From an optimization exercise on the open Yosys and OpenROAD flow, aimed at small area, a short achievable clock period and few clock cycles; shortcuts taken in it are not production practice. RTL that was checked went through simulation tests only; none was proved equivalent to the original. Power and IR drop assume default switching activity.

Setup of JK:
## periodic_repeat_timer_scheduler
module periodic_repeat_timer_scheduler #(
    parameter int NUM_SLOTS   = 16,
    parameter int PERIOD_BITS = 24
) (
    input  logic                              i_clk,
    input  logic                              i_rst_n,
    input  logic                              start,
    output logic                              busy,
    input  logic [1:0]                        i_mode,
    input  logic [prts_pkg::IN_PERIOD_W-1:0]  i_period_ms,
    input  logic [prts_pkg::REP_W-1:0]        i_repeat_count,
    input  logic [prts_pkg::ID_W-1:0]         i_cancel_id,
    output logic                              o_valid,
    output logic [2:0]                        o_kind,
    output logic [prts_pkg::ID_W-1:0]         o_result_id,
    output logic                              o_last
);
clock: 7.5 ns
lec_check: 0
cap_margin: 20
core_margin: 2
core_utilization: 40
cts_cluster_diameter: 60
cts_cluster_size: 25
setup_slack_margin: 4.7
slew_margin: 20
run.sh (not shown) runs the stock make flow with config.mk's settings and CLKGATE_MAP_FILE= SYNTH_SCRIPT=/design/flow/synth_recipe.tcl, a recipe that flattens the netlist after the stock synthesis.
Modified inputs, MS compared to JK
--- a/flow/design.v
+++ b/flow/design.v
@@ -32,19 +32,18 @@
     input  logic                              i_rst_n,
     input  logic                              start,
     input  logic [1:0]                        i_mode,
     input  logic [prts_pkg::IN_PERIOD_W-1:0]  i_period_ms,
     input  logic [prts_pkg::REP_W-1:0]        i_repeat_count,
     input  logic [prts_pkg::ID_W-1:0]         i_cancel_id,
     input  logic                              i_multi,        
     input  logic                              i_multi_n,      
     output logic                              o_busy,
-    output logic                              o_take,         
     output logic                              o_h_tick,
     output logic                              o_h_add,
     output logic                              o_h_cancel,
     output logic                              o_h_per_mode,
     output logic                              o_h_every,
     output logic [PERIOD_BITS-1:0]            o_h_arg,
     output logic [prts_pkg::REP_W-1:0]        o_h_reps
 );
     logic [PERIOD_BITS-1:0] arg_c;
@@ -57,19 +56,18 @@
         end else begin
             arg_c = i_period_ms[PERIOD_BITS-1:0];
         end
     end
     logic h_valid;
     logic hold;
     assign h_valid = o_h_tick || o_h_add || o_h_cancel;
     assign hold    = h_valid && i_multi;
     assign valid_n = hold || start;
-    assign o_take  = !hold;
     always_ff @(posedge i_clk) begin
         if (!i_rst_n) begin
             o_h_tick   <= 1'b0;
             o_h_add    <= 1'b0;
             o_h_cancel <= 1'b0;
             o_busy     <= 1'b0;
         end else begin
             if (!hold) begin
                 o_h_tick   <= start && (i_mode == prts_pkg::MODE_TICK);
@@ -95,20 +93,18 @@
     input  logic                       i_clk,
     input  logic                       i_rst_n,
     input  logic                       i_h_tick,
     input  logic                       i_h_add,
     input  logic                       i_h_cancel,
     input  logic                       i_h_per_mode,
     input  logic                       i_h_every,
     input  logic [PERIOD_BITS-1:0]     i_h_per,
     input  logic [prts_pkg::ID_W-1:0]  i_h_cid,
-    input  logic                       i_take,
-    input  logic [prts_pkg::ID_W-1:0]  i_cancel_id,
     input  logic [prts_pkg::REP_W-1:0] i_h_reps,
     output logic                       o_multi,
     output logic                       o_multi_n,
     output logic                       o_valid,
     output logic [2:0]                 o_kind,
     output logic [prts_pkg::ID_W-1:0]  o_id,
     output logic                       o_last
 );
     localparam int NS = NUM_SLOTS;
@@ -118,19 +114,18 @@
     logic [NS-1:0]    r_active;
     logic [NS-1:0]    r_periodic;
     logic [NS-1:0]    r_every;       
     logic [NS-1:0]    r_due;         
     logic [IW-1:0]    r_ident  [NS];
     logic [PB-1:0]    r_period [NS];
     logic [PB-1:0]    r_cd     [NS];
     logic [RW-1:0]    r_reps   [NS];
     logic [IW-1:0]    r_next_id;
-    logic [NS-1:0]    r_cmatch;      
     logic [NS-1:0]    r_fire;        
     logic [NS-1:0]    r_sel;         
     logic             r_multi;       
     logic             r_res_valid;
     logic [2:0]       r_res_kind;
     logic [IW-1:0]    r_res_id;
     logic             do_tick;
     logic             do_add;
     logic             do_cancel;
@@ -145,35 +140,26 @@
     logic [NS-1:0]    match;
     logic [NS-1:0]    add_sel;
     logic [NS-1:0]    can_sel;
     logic [NS-1:0]    free_v;
     always_comb begin
         for (int s = 0; s < NS; s++) begin
             fire[s]     = r_active[s] && r_due[s];
             rep_zero[s] = (r_reps[s] == '0);
             cd_two[s]   = (r_cd[s] == PB'(2));
-            match[s]    = r_active[s] && r_cmatch[s];
+            match[s]    = r_active[s] && (r_ident[s] == i_h_cid);
         end
         free_v  = ~r_active;
         add_sel = free_v & (~free_v + 1'b1);
         can_sel = match & (~match + 1'b1);
     end
     for (genvar s = 0; s < NS; s++) begin : g_slot
         always_ff @(posedge i_clk) begin
-            if (i_take) begin
-                if (do_add && add_sel[s]) begin
-                    r_cmatch[s] <= (r_next_id == i_cancel_id);
-                end else begin
-                    r_cmatch[s] <= (r_ident[s] == i_cancel_id);
-                end
-            end
-        end
-        always_ff @(posedge i_clk) begin
             if (!i_rst_n) begin
                 r_active[s] <= 1'b0;
             end else if (do_add && add_sel[s]) begin
                 r_active[s] <= 1'b1;
             end else if (do_cancel && can_sel[s]) begin
                 r_active[s] <= 1'b0;
             end else if (do_tick && fire[s] && !r_periodic[s] && rep_zero[s]) begin
                 r_active[s] <= 1'b0;
             end
@@ -275,34 +261,32 @@
 );
     logic                   h_tick;
     logic                   h_add;
     logic                   h_cancel;
     logic                   h_per_mode;
     logic                   h_every;
     logic [PERIOD_BITS-1:0] h_arg;
     logic [prts_pkg::REP_W-1:0] h_reps;
     logic                   multi;
-    logic                   take;
     logic                   multi_n;
     prts_front #(
         .PERIOD_BITS (PERIOD_BITS)
     ) u_front (
         .i_clk          (i_clk),
         .i_rst_n        (i_rst_n),
         .start          (start),
         .i_mode         (i_mode),
         .i_period_ms    (i_period_ms),
         .i_repeat_count (i_repeat_count),
         .i_cancel_id    (i_cancel_id),
         .i_multi        (multi),
         .i_multi_n      (multi_n),
         .o_busy         (busy),
-        .o_take         (take),
         .o_h_tick       (h_tick),
         .o_h_add        (h_add),
         .o_h_cancel     (h_cancel),
         .o_h_per_mode   (h_per_mode),
         .o_h_every      (h_every),
         .o_h_arg        (h_arg),
         .o_h_reps       (h_reps)
     );
     prts_back #(
@@ -312,20 +296,18 @@
         .i_clk       (i_clk),
         .i_rst_n     (i_rst_n),
         .i_h_tick    (h_tick),
         .i_h_add     (h_add),
         .i_h_cancel  (h_cancel),
         .i_h_per_mode(h_per_mode),
         .i_h_every   (h_every),
         .i_h_per     (h_arg),
         .i_h_cid     (h_arg[prts_pkg::ID_W-1:0]),
-        .i_take      (take),
-        .i_cancel_id (i_cancel_id),
         .i_h_reps    (h_reps),
         .o_multi     (multi),
         .o_multi_n   (multi_n),
         .o_valid     (o_valid),
         .o_kind      (o_kind),
         .o_id        (o_result_id),
         .o_last      (o_last)
     );
 endmodule
- For post-synthesis mux area share, MS and JK come out practically identical.
- No stage failed in MS, and the final checks on the layout all came back clean.
- When MS is set beside JK, its wire length on met1 turns out to be 6900 um smaller.
- MS — headroom to the max-slew limit 5.9 points lower, JK as reference
- Between JK and MS, the via count is higher for JK.
- Compared MS against JK; die extent in y within noise.
- JK → MS: basic-gate share of the synthesized area counting and, or, nand and nor cells went up by 0.40 points; number of distinct standard cells referenced by the synthesized netlist went up by 8.
Testbench counts of MS, summed over its fixed seeds: cycles 32,247.
Function not checked in JK: the RTL went through the layout flow alone.

* * *

oak:
periodic_repeat_timer_scheduler, a different RTL version from the one above (not shown whole).
Size in the first run: roughly 5700 cells after synthesis, about 83 I/O pins, about 67000 µm² of cells after synthesis.
==> flow/config.mk <==
export PLATFORM = sky130hd
export DESIGN_NAME = periodic_repeat_timer_scheduler
export DESIGN_NICKNAME = periodic_repeat_timer_scheduler
export VERILOG_FILES = /design/flow/design.v
export SDC_FILE = /design/flow/constraint.sdc
export NUM_CORES = 4
export LEC_CHECK = 0
export CAP_MARGIN = 20
export CORE_MARGIN = 2
export CORE_UTILIZATION = 40
export SETUP_SLACK_MARGIN = 4.7
export SLEW_MARGIN = 20
==> flow/constraint.sdc <==
create_clock -name core_clock -period 7.5 [get_ports {i_clk}]
set_input_delay 1.5000 -clock core_clock [delete_from_list [all_inputs] [get_ports {i_clk}]]
set_output_delay 1.5000 -clock core_clock [all_outputs]
set_load 0.01 [all_outputs]
oak reached the final stage; the timing, design-rule and antenna checks on its layout passed.
Testbench counts of oak, summed over its fixed seeds: cycles 32,247.
Relative to oak, the following input files were edited for pine:
--- a/flow/design.v
+++ b/flow/design.v
@@ -26,78 +26,84 @@
     } t_res;
 endpackage
 module prts_front #(
     parameter int PERIOD_BITS = 24
 ) (
     input  logic                              i_clk,
     input  logic                              i_rst_n,
     input  logic                              start,
     input  logic [1:0]                        i_mode,
     input  logic [prts_pkg::IN_PERIOD_W-1:0]  i_period_ms,
     input  logic [prts_pkg::REP_W-1:0]        i_repeat_count,
     input  logic [prts_pkg::ID_W-1:0]         i_cancel_id,
+    input  logic                              i_multi,        
     input  logic                              i_multi_n,      
     output logic                              o_busy,
     output logic                              o_h_tick,
     output logic                              o_h_add,
     output logic                              o_h_cancel,
     output logic                              o_h_per_mode,
     output logic [PERIOD_BITS-1:0]            o_h_arg,
     output logic [prts_pkg::REP_W-1:0]        o_h_reps
 );
     logic [PERIOD_BITS-1:0] arg_c;
     logic                   valid_n;
     always_comb begin
         if (i_mode == prts_pkg::MODE_CANCEL) begin
             arg_c = PERIOD_BITS'(i_cancel_id);
         end else begin
             arg_c = i_period_ms[PERIOD_BITS-1:0];
         end
     end
-    assign valid_n = o_busy || start;
+    logic h_valid;
+    logic hold;
+    assign h_valid = o_h_tick || o_h_add || o_h_cancel;
+    assign hold    = h_valid && i_multi;
+    assign valid_n = hold || start;
     always_ff @(posedge i_clk) begin
         if (!i_rst_n) begin
             o_h_tick   <= 1'b0;
             o_h_add    <= 1'b0;
             o_h_cancel <= 1'b0;
             o_busy     <= 1'b0;
         end else begin
-            if (!o_busy) begin
+            if (!hold) begin
                 o_h_tick   <= start && (i_mode == prts_pkg::MODE_TICK);
                 o_h_add    <= start && (i_mode == prts_pkg::MODE_ADD_PER || i_mode == prts_pkg::MODE_ADD_REP);
                 o_h_cancel <= start && (i_mode == prts_pkg::MODE_CANCEL);
             end
             o_busy <= valid_n && i_multi_n;
         end
     end
     always_ff @(posedge i_clk) begin
-        if (!o_busy) begin
+        if (!hold) begin
             o_h_per_mode <= (i_mode == prts_pkg::MODE_ADD_PER);
             o_h_arg      <= arg_c;
             o_h_reps     <= i_repeat_count;
         end
     end
 endmodule
 module prts_back #(
     parameter int NUM_SLOTS   = 16,
     parameter int PERIOD_BITS = 24
 ) (
     input  logic                       i_clk,
     input  logic                       i_rst_n,
     input  logic                       i_h_tick,
     input  logic                       i_h_add,
     input  logic                       i_h_cancel,
     input  logic                       i_h_per_mode,
     input  logic [PERIOD_BITS-1:0]     i_h_arg,
     input  logic [prts_pkg::REP_W-1:0] i_h_reps,
+    output logic                       o_multi,
     output logic                       o_multi_n,
     output logic                       o_valid,
     output logic [2:0]                 o_kind,
     output logic [prts_pkg::ID_W-1:0]  o_id,
     output logic                       o_last
 );
     localparam int NS = NUM_SLOTS;
     localparam int PB = PERIOD_BITS;
     localparam int IW = prts_pkg::ID_W;
     localparam int RW = prts_pkg::REP_W;
     logic [NS-1:0]    r_active;
     logic [NS-1:0]    r_periodic;
@@ -174,24 +180,25 @@
     logic             multi_n;
     always_comb begin
         f_low  = r_fire & (~r_fire + 1'b1);
         f_rest = r_fire & ~f_low;
         f_id   = '0;
         for (int s = 0; s < NS; s++) begin
             f_id = f_id | ({IW{f_low[s]}} & r_ident[s]);
         end
         fire_n = do_tick ? fire : f_rest;
         multi_n = ((fire_n & (fire_n - 1'b1)) != '0);
     end
     assign o_multi_n = multi_n;
+    assign o_multi   = r_multi;
     always_ff @(posedge i_clk) begin
         if (!i_rst_n) begin
             r_fire      <= '0;
             r_multi     <= 1'b0;
             r_next_id   <= '0;
             r_res_valid <= 1'b0;
             o_valid     <= 1'b0;
         end else begin
             r_fire      <= fire_n;
             r_multi     <= multi_n;
             if (do_add && free_v != '0) begin
                 r_next_id <= r_next_id + 1'b1;
@@ -238,51 +245,54 @@
     input  logic [prts_pkg::ID_W-1:0]         i_cancel_id,
     output logic                              o_valid,
     output logic [2:0]                        o_kind,
     output logic [prts_pkg::ID_W-1:0]         o_result_id,
     output logic                              o_last
 );
     logic                   h_tick;
     logic                   h_add;
     logic                   h_cancel;
     logic                   h_per_mode;
     logic [PERIOD_BITS-1:0] h_arg;
     logic [prts_pkg::REP_W-1:0] h_reps;
+    logic                   multi;
     logic                   multi_n;
     prts_front #(
         .PERIOD_BITS (PERIOD_BITS)
     ) u_front (
         .i_clk          (i_clk),
         .i_rst_n        (i_rst_n),
         .start          (start),
         .i_mode         (i_mode),
         .i_period_ms    (i_period_ms),
         .i_repeat_count (i_repeat_count),
         .i_cancel_id    (i_cancel_id),
+        .i_multi        (multi),
         .i_multi_n      (multi_n),
         .o_busy         (busy),
         .o_h_tick       (h_tick),
         .o_h_add        (h_add),
         .o_h_cancel     (h_cancel),
         .o_h_per_mode   (h_per_mode),
         .o_h_arg        (h_arg),
         .o_h_reps       (h_reps)
     );
     prts_back #(
         .NUM_SLOTS   (NUM_SLOTS),
         .PERIOD_BITS (PERIOD_BITS)
     ) u_back (
         .i_clk       (i_clk),
         .i_rst_n     (i_rst_n),
         .i_h_tick    (h_tick),
         .i_h_add     (h_add),
         .i_h_cancel  (h_cancel),
         .i_h_per_mode(h_per_mode),
         .i_h_arg     (h_arg),
         .i_h_reps    (h_reps),
+        .o_multi     (multi),
         .o_multi_n   (multi_n),
         .o_valid     (o_valid),
         .o_kind      (o_kind),
         .o_id        (o_result_id),
         .o_last      (o_last)
     );
 endmodule
- pine ran to completion and came out clean on the timing, design-rule and antenna checks.
- The higher utilization came out of pine.
- | sequential standard cell area | pine vs oak | ≈ equal |
- [compare] base=oak new=pine: length of the first detailed-routing pass in iterations +1, total net switching power shrank by 1.3%, design area flat, setup slack down 0.18 ns, worst hold slack moved up.
- Between pine and oak, it is pine whose cell internal power dissipation is lower, by 260 µW.
- Fraction of synthesis flops using an asynchronous set or reset pin came out exactly the same in oak and pine.
For pine, only the layout was checked, not whether the RTL still works.

what the ideal ports hide:
No port has a modelled driver above. Below, the same layouts with a new extraction and two added sets of constraints.
Step 1, drivers: a clkbuf_16 drives i_clk and a buf_2 each remaining input, both assumed.
Step 2 moves the port delays by t, midway between the first and last clock arrival at a register: inputs arrive t later, outputs are due t later. That takes back most of the time a late clock gives input paths.
Slacks: no drivers / after step 1 / after step 2; pairs: no drivers / after step 1.
| run | shift t [ns] | setup slack, ns | worst hold slack (ns) | clock arrival spread, ns | worst register clock-pin slew, ns |
|---|---|---|---|---|---|
| JK | 0.841 | 4.576 / 4.576 / 3.922 | 0.436 / 0.436 / 0.436 | 0.058 / 0.057 | 0.10 / 0.10 |
| MS | 0.873 | 4.696 / 4.610 / 4.122 | 0.478 / 0.478 / 0.478 | 0.069 / 0.069 | 0.09 / 0.09 |
| oak | 0.888 | 4.671 / 4.586 / 3.894 | 0.427 / 0.427 / 0.427 | 0.034 / 0.034 | 0.06 / 0.06 |
| pine | 0.868 | 4.487 / 4.487 / 3.879 | 0.445 / 0.445 / 0.445 | 0.034 / 0.034 | 0.07 / 0.07 |
After both steps setup and hold are still met in every run listed. For oak, which loses most, drivers alone change the setup slack by -0.085 ns; drivers and shift together by -0.777 ns.
